Context: an optimization exercise on an open-source flow, tuned for small area. The choices shown serve that exercise and are no tape-out recipe.
Function was checked by simulation only, so behaviour that the tests miss may differ from the original.

==> 12-20: inputs <==
// mips_wb_trace
module mips_wb_trace #(
    parameter int DEPTH   = 16,
    parameter int STAMP_W = 16,
    localparam int PTR_W  = $clog2(DEPTH),
    localparam int LVL_W  = PTR_W + 1
) (
    input  logic               CK,
    input  logic               RESET,
    input  logic               IN_VALID,
    input  logic [4:0]         IN_ADDR,
    input  logic [31:0]        IN_DATA,
    input  logic               IN_DONE,
    output logic               OUT_VALID,
    input  logic               OUT_READY,
    output logic [STAMP_W-1:0] OUT_STAMP,
    output logic [4:0]         OUT_ADDR,
    output logic [31:0]        OUT_DATA,
    input  logic [4:0]         SHADOW_RADDR,
    output logic [31:0]        SHADOW_RDATA,
    output logic [LVL_W-1:0]   LEVEL,
    output logic [7:0]         DROP_CNT,
    output logic               FINISHED
);
    logic [STAMP_W-1:0] stamp;
    logic [PTR_W-1:0]   wr_ptr;
    logic [PTR_W-1:0]   rd_ptr;
    logic [LVL_W-1:0]   level;
    logic [7:0]         drop_cnt;
    logic               done_latch;
    logic [STAMP_W-1:0] mem_stamp [DEPTH];
    logic [4:0]         mem_addr  [DEPTH];
    logic [31:0]        mem_data  [DEPTH];
    logic [31:0]        shadow    [32];
    logic push_req;
    logic full;
    logic pop;
    logic push_ok;
    function automatic logic [7:0] sat_inc8(input logic [7:0] v);
        sat_inc8 = (v == 8'hFF) ? v : v + 8'd1;
    endfunction
    assign push_req = IN_VALID && !done_latch;
    assign full     = (level == LVL_W'(DEPTH));
    assign pop      = OUT_VALID && OUT_READY;
    assign push_ok  = push_req && (!full || pop);
    always_ff @(posedge CK or negedge RESET) begin
        if (!RESET) begin
            stamp      <= '0;
            wr_ptr     <= '0;
            rd_ptr     <= '0;
            level      <= '0;
            drop_cnt   <= '0;
            done_latch <= 1'b0;
            for (int i = 0; i < 32; i++) shadow[i] <= '0;
        end else begin
            stamp      <= stamp + 1'b1;
            done_latch <= done_latch | IN_DONE;
            if (push_ok) wr_ptr <= wr_ptr + 1'b1;
            if (pop)     rd_ptr <= rd_ptr + 1'b1;
            if (push_ok && !pop)      level <= level + 1'b1;
            else if (!push_ok && pop) level <= level - 1'b1;
  ...
==> module mips_wb_trace, before the edit <==
module mips_wb_trace #(
    parameter int DEPTH   = 16,
    parameter int STAMP_W = 16,
    localparam int PTR_W  = $clog2(DEPTH),
    localparam int LVL_W  = PTR_W + 1
) (
    input  logic               CK,
    input  logic               RESET,
    input  logic               IN_VALID,
    input  logic [4:0]         IN_ADDR,
    input  logic [31:0]        IN_DATA,
    input  logic               IN_DONE,
    output logic               OUT_VALID,
    input  logic               OUT_READY,
    output logic [STAMP_W-1:0] OUT_STAMP,
    output logic [4:0]         OUT_ADDR,
    output logic [31:0]        OUT_DATA,
    input  logic [4:0]         SHADOW_RADDR,
    output logic [31:0]        SHADOW_RDATA,
    output logic [LVL_W-1:0]   LEVEL,
    output logic [7:0]         DROP_CNT,
    output logic               FINISHED
);
    logic [STAMP_W-1:0] stamp;
    logic [PTR_W-1:0]   wr_ptr;
    logic [PTR_W-1:0]   rd_ptr;
    logic [LVL_W-1:0]   level;
    logic [7:0]         drop_cnt;
    logic               done_latch;
    logic [STAMP_W-1:0] mem_stamp [DEPTH];
    logic [4:0]         mem_addr  [DEPTH];
    logic [31:0]        mem_data  [DEPTH];
    logic [31:0]        shadow    [32];
    logic push_req;
    logic full;
    logic pop;
    logic push_ok;
    function automatic logic [7:0] sat_inc8(input logic [7:0] v);
        sat_inc8 = (v == 8'hFF) ? v : v + 8'd1;
    endfunction
    assign push_req = IN_VALID && !done_latch;
    assign full     = (level == LVL_W'(DEPTH));
    assign pop      = OUT_VALID && OUT_READY;
    assign push_ok  = push_req && (!full || pop);
    always_ff @(posedge CK or negedge RESET) begin
        if (!RESET) begin
            stamp      <= '0;
            wr_ptr     <= '0;
            rd_ptr     <= '0;
            level      <= '0;
            drop_cnt   <= '0;
            done_latch <= 1'b0;
            for (int i = 0; i < 32; i++) shadow[i] <= '0;
        end else begin
            stamp      <= stamp + 1'b1;
            done_latch <= done_latch | IN_DONE;
            if (push_ok) wr_ptr <= wr_ptr + 1'b1;
            if (pop)     rd_ptr <= rd_ptr + 1'b1;
            if (push_ok && !pop)      level <= level + 1'b1;
            else if (!push_ok && pop) level <= level - 1'b1;
            if (push_req && !push_ok) drop_cnt <= sat_inc8(drop_cnt);
            if (push_req && (IN_ADDR != 5'd0)) shadow[IN_ADDR] <= IN_DATA;
        end
    end
    always_ff @(posedge CK) begin
        if (push_ok) begin
            mem_stamp[wr_ptr] <= stamp;
            mem_addr[wr_ptr]  <= IN_ADDR;
            mem_data[wr_ptr]  <= IN_DATA;
        end
    end
    assign OUT_VALID    = (level != '0);
    assign OUT_STAMP    = OUT_VALID ? mem_stamp[rd_ptr] : '0;
    assign OUT_ADDR     = OUT_VALID ? mem_addr[rd_ptr]  : '0;
    assign OUT_DATA     = OUT_VALID ? mem_data[rd_ptr]  : '0;
    assign SHADOW_RDATA = shadow[SHADOW_RADDR];
    assign LEVEL        = level;
    assign DROP_CNT     = drop_cnt;
    assign FINISHED     = done_latch && (level == '0);
endmodule
==> flow/config.mk <==
export PLATFORM = sky130hd
export DESIGN_NAME = mips_wb_trace
export DESIGN_NICKNAME = mips_wb_trace
export VERILOG_FILES = /design/flow/design.v
export SDC_FILE = /design/flow/constraint.sdc
export NUM_CORES = 4
export LEC_CHECK = 0
export CAP_MARGIN = 20
export CORE_MARGIN = 2
export CORE_UTILIZATION = 40
export SLEW_MARGIN = 20
==> flow/constraint.sdc <==
create_clock -name core_clock -period 10.0 [get_ports {CK}]
set_input_delay 2.0000 -clock core_clock [delete_from_list [all_inputs] [get_ports {CK}]]
set_output_delay 2.0000 -clock core_clock [all_outputs]
set_load 0.01 [all_outputs]
run.sh (not shown) runs the stock make flow with config.mk's settings and CLKGATE_MAP_FILE= SYNTH_SCRIPT=/design/flow/synth_recipe.tcl, a recipe that flattens the netlist after the stock synthesis.
==> 04-13: changes against 12-20 <==
==> flow/design.v (replaced) <==
module mips_wb_trace (
    input  logic        CK,
    input  logic        RESET,
    input  logic        IN_VALID,
    input  logic [4:0]  IN_ADDR,
    input  logic [31:0] IN_DATA,
    input  logic        IN_DONE,
    output logic        OUT_VALID,
    input  logic        OUT_READY,
    output logic [15:0] OUT_STAMP,
    output logic [4:0]  OUT_ADDR,
    output logic [31:0] OUT_DATA,
    input  logic [4:0]  SHADOW_RADDR,
    output logic [31:0] SHADOW_RDATA,
    output logic [4:0]  LEVEL,
    output logic [7:0]  DROP_CNT,
    output logic        FINISHED
);
    localparam int DEPTH = 16;
    localparam int EW    = 16 + 5 + 32;
    logic [15:0] stamp;
    logic [3:0]  wr_ptr;
    logic [3:0]  rd_ptr;
    logic [4:0]  level;
    logic [7:0]  drop_cnt;
    logic        done_latch;    
    logic        live;          
    logic [31:1] sh_valid;      
    logic push_req, push_req_h, full, pop, push_ok, hold_ok;
    assign push_req   = IN_VALID && !done_latch;
    assign push_req_h = IN_VALID && live;
    assign full       = level[4];
    assign pop        = OUT_VALID && OUT_READY;
    assign push_ok    = push_req && (!full || pop);
    assign hold_ok    = push_req_h && (!full || pop);
    always_ff @(posedge CK or negedge RESET) begin
        if (!RESET) begin
            stamp      <= '0;
            wr_ptr     <= '0;
            rd_ptr     <= '0;
            level      <= '0;
            drop_cnt   <= '0;
            done_latch <= 1'b0;
            live       <= 1'b1;
        end else begin
            stamp      <= stamp + 1'b1;
            done_latch <= done_latch | IN_DONE;
            live       <= live & ~IN_DONE;
            if (push_ok) wr_ptr <= wr_ptr + 1'b1;
            if (pop)     rd_ptr <= rd_ptr + 1'b1;
            if (push_ok && !pop)      level <= level + 1'b1;
            else if (!push_ok && pop) level <= level - 1'b1;
            if (push_req && !push_ok && drop_cnt != 8'hFF) drop_cnt <= drop_cnt + 1'b1;
        end
    end
    logic [31:0] sh_q [32];
    logic [31:0] sh_sel;
    assign sh_q[0]   = '0;
    assign sh_sel[0] = 1'b0;
    for (genvar i = 1; i < 32; i++) begin : g_sh
        logic ld, hd;
        logic [31:0] q;
        assign ld = push_req && (IN_ADDR == 5'(i));
        assign hd = !(push_req_h && (IN_ADDR == 5'(i)));
        always_ff @(posedge CK) q <= (IN_DATA & {32{ld}}) | (q & {32{hd}});
        always_ff @(posedge CK or negedge RESET) begin
            if (!RESET)  sh_valid[i] <= 1'b0;
            else if (ld) sh_valid[i] <= 1'b1;
        end
        assign sh_q[i]   = q;
        assign sh_sel[i] = sh_valid[i] && (SHADOW_RADDR == 5'(i));
    end
    logic [31*32-1:0] sh_flat;
    for (genvar i = 1; i < 32; i++) begin : g_shf
        assign sh_flat[(i-1)*32 +: 32] = sh_q[i];
    end
    mips_wb_trace_aomux #(.N(31), .W(32)) u_sh_rd (
        .sel(sh_sel[31:1]), .din(sh_flat), .dout(SHADOW_RDATA));
    logic [EW-1:0] fq [DEPTH];
    logic [EW-1:0] head;
    logic [EW-1:0] wdata;
    assign wdata = {stamp, IN_ADDR, IN_DATA};
    for (genvar i = 0; i < DEPTH; i++) begin : g_fifo
        logic ld, hd;
        logic [EW-1:0] q;
        assign ld = push_ok && (wr_ptr == 4'(i));
        assign hd = !(hold_ok && (wr_ptr == 4'(i)));
        always_ff @(posedge CK) q <= (wdata & {EW{ld}}) | (q & {EW{hd}});
        assign fq[i] = q;
    end
    logic [DEPTH-1:0] fsel;
    for (genvar i = 0; i < DEPTH; i++) begin : g_fsel
        assign fsel[i] = OUT_VALID && (rd_ptr == 4'(i));
    end
    logic [DEPTH*EW-1:0] fq_flat;
    for (genvar i = 0; i < DEPTH; i++) begin : g_fqf
        assign fq_flat[i*EW +: EW] = fq[i];
    end
    mips_wb_trace_aomux #(.N(DEPTH), .W(EW)) u_fifo_rd (
        .sel(fsel), .din(fq_flat), .dout(head));
    assign OUT_VALID    = (level != '0);
    assign {OUT_STAMP, OUT_ADDR, OUT_DATA} = head;
    assign LEVEL        = level;
    assign DROP_CNT     = drop_cnt;
    assign FINISHED     = done_latch && !OUT_VALID;
endmodule
module mips_wb_trace_aomux #(
    parameter int N = 2,
    parameter int W = 1
) (
    input  logic [N-1:0]   sel,
    input  logic [N*W-1:0] din,
    output logic [W-1:0]   dout
);
    always_comb begin
        dout = '0;
        for (int i = 0; i < N; i++) dout |= din[i*W +: W] & {W{sel[i]}};
    end
endmodule
Settings changed: SYNTH_HIERARCHICAL from default to 1, SYNTH_MINIMUM_KEEP_SIZE from default to 0.
==> comparison table <==
item	04-13	12-20
Floorplan core area	0.172 mm^2	0.195 mm^2
Final worst clock skew	0.0172 ns	0.0428 ns
Final design utilization	45.6%	45.7%
Area Growth Syn to Fin	12.9%	13.7%
Critical path launch point	SHADOW_RADDR[1]	SHADOW_RADDR[2]
Met3 track utilization from global routing	5.51%	3.56%
Worst r2r src	done_latch	level[0]
Largest fanout on the critical path	32	21
Library cell occupying the most area in the post-synthesis netlist	sky130_fd_sc_hd__dfxtp_1	sky130_fd_sc_hd__dfrtp_1
Run status	complete, no violations	complete, no violations
Max stage delay cell, worst path	sky130_fd_sc_hd__and3_2	sky130_fd_sc_hd__clkdlybuf4s50_1
Total routing usage reported by global routing	28.3%	23.4%
Most common cell after layout, fill and taps aside	sky130_fd_sc_hd__a22o_1	sky130_fd_sc_hd__dfrtp_1
Detailed Route WL	260 mm	234 mm
Multi-input gates	3328	2381
Taps Inserted	2310	2542

what the ideal ports hide:
The results above use ideal ports. As a check the final layouts listed here were re-extracted and re-timed, cells and wires unchanged. Step 1 assumes that a clkbuf_16 drives the clock port and a buf_2 every other input. Step 2 moves the port delays by t, midway between the first and last clock arrival at a register: inputs arrive t later, outputs are due t later. That takes back most of the time a late clock gives input paths. a / b / c = no drivers / after step 1 / after step 2; a / b = the first two.
run | t, ns | slack for setup (ns) | worst slew at a driven data input, ns | pins driven straight from the clock port
12-20 | 0.914 | 1.544 / 1.405 / 1.405 | 0.15 | 1
04-13 | 0.899 | 2.349 / 2.317 / 2.317 | 0.17 | 1
After both steps setup and hold are still met in every run listed. The setup slack of 12-20, which loses most, moves by -0.139 ns with the drivers and by -0.139 ns with both steps.
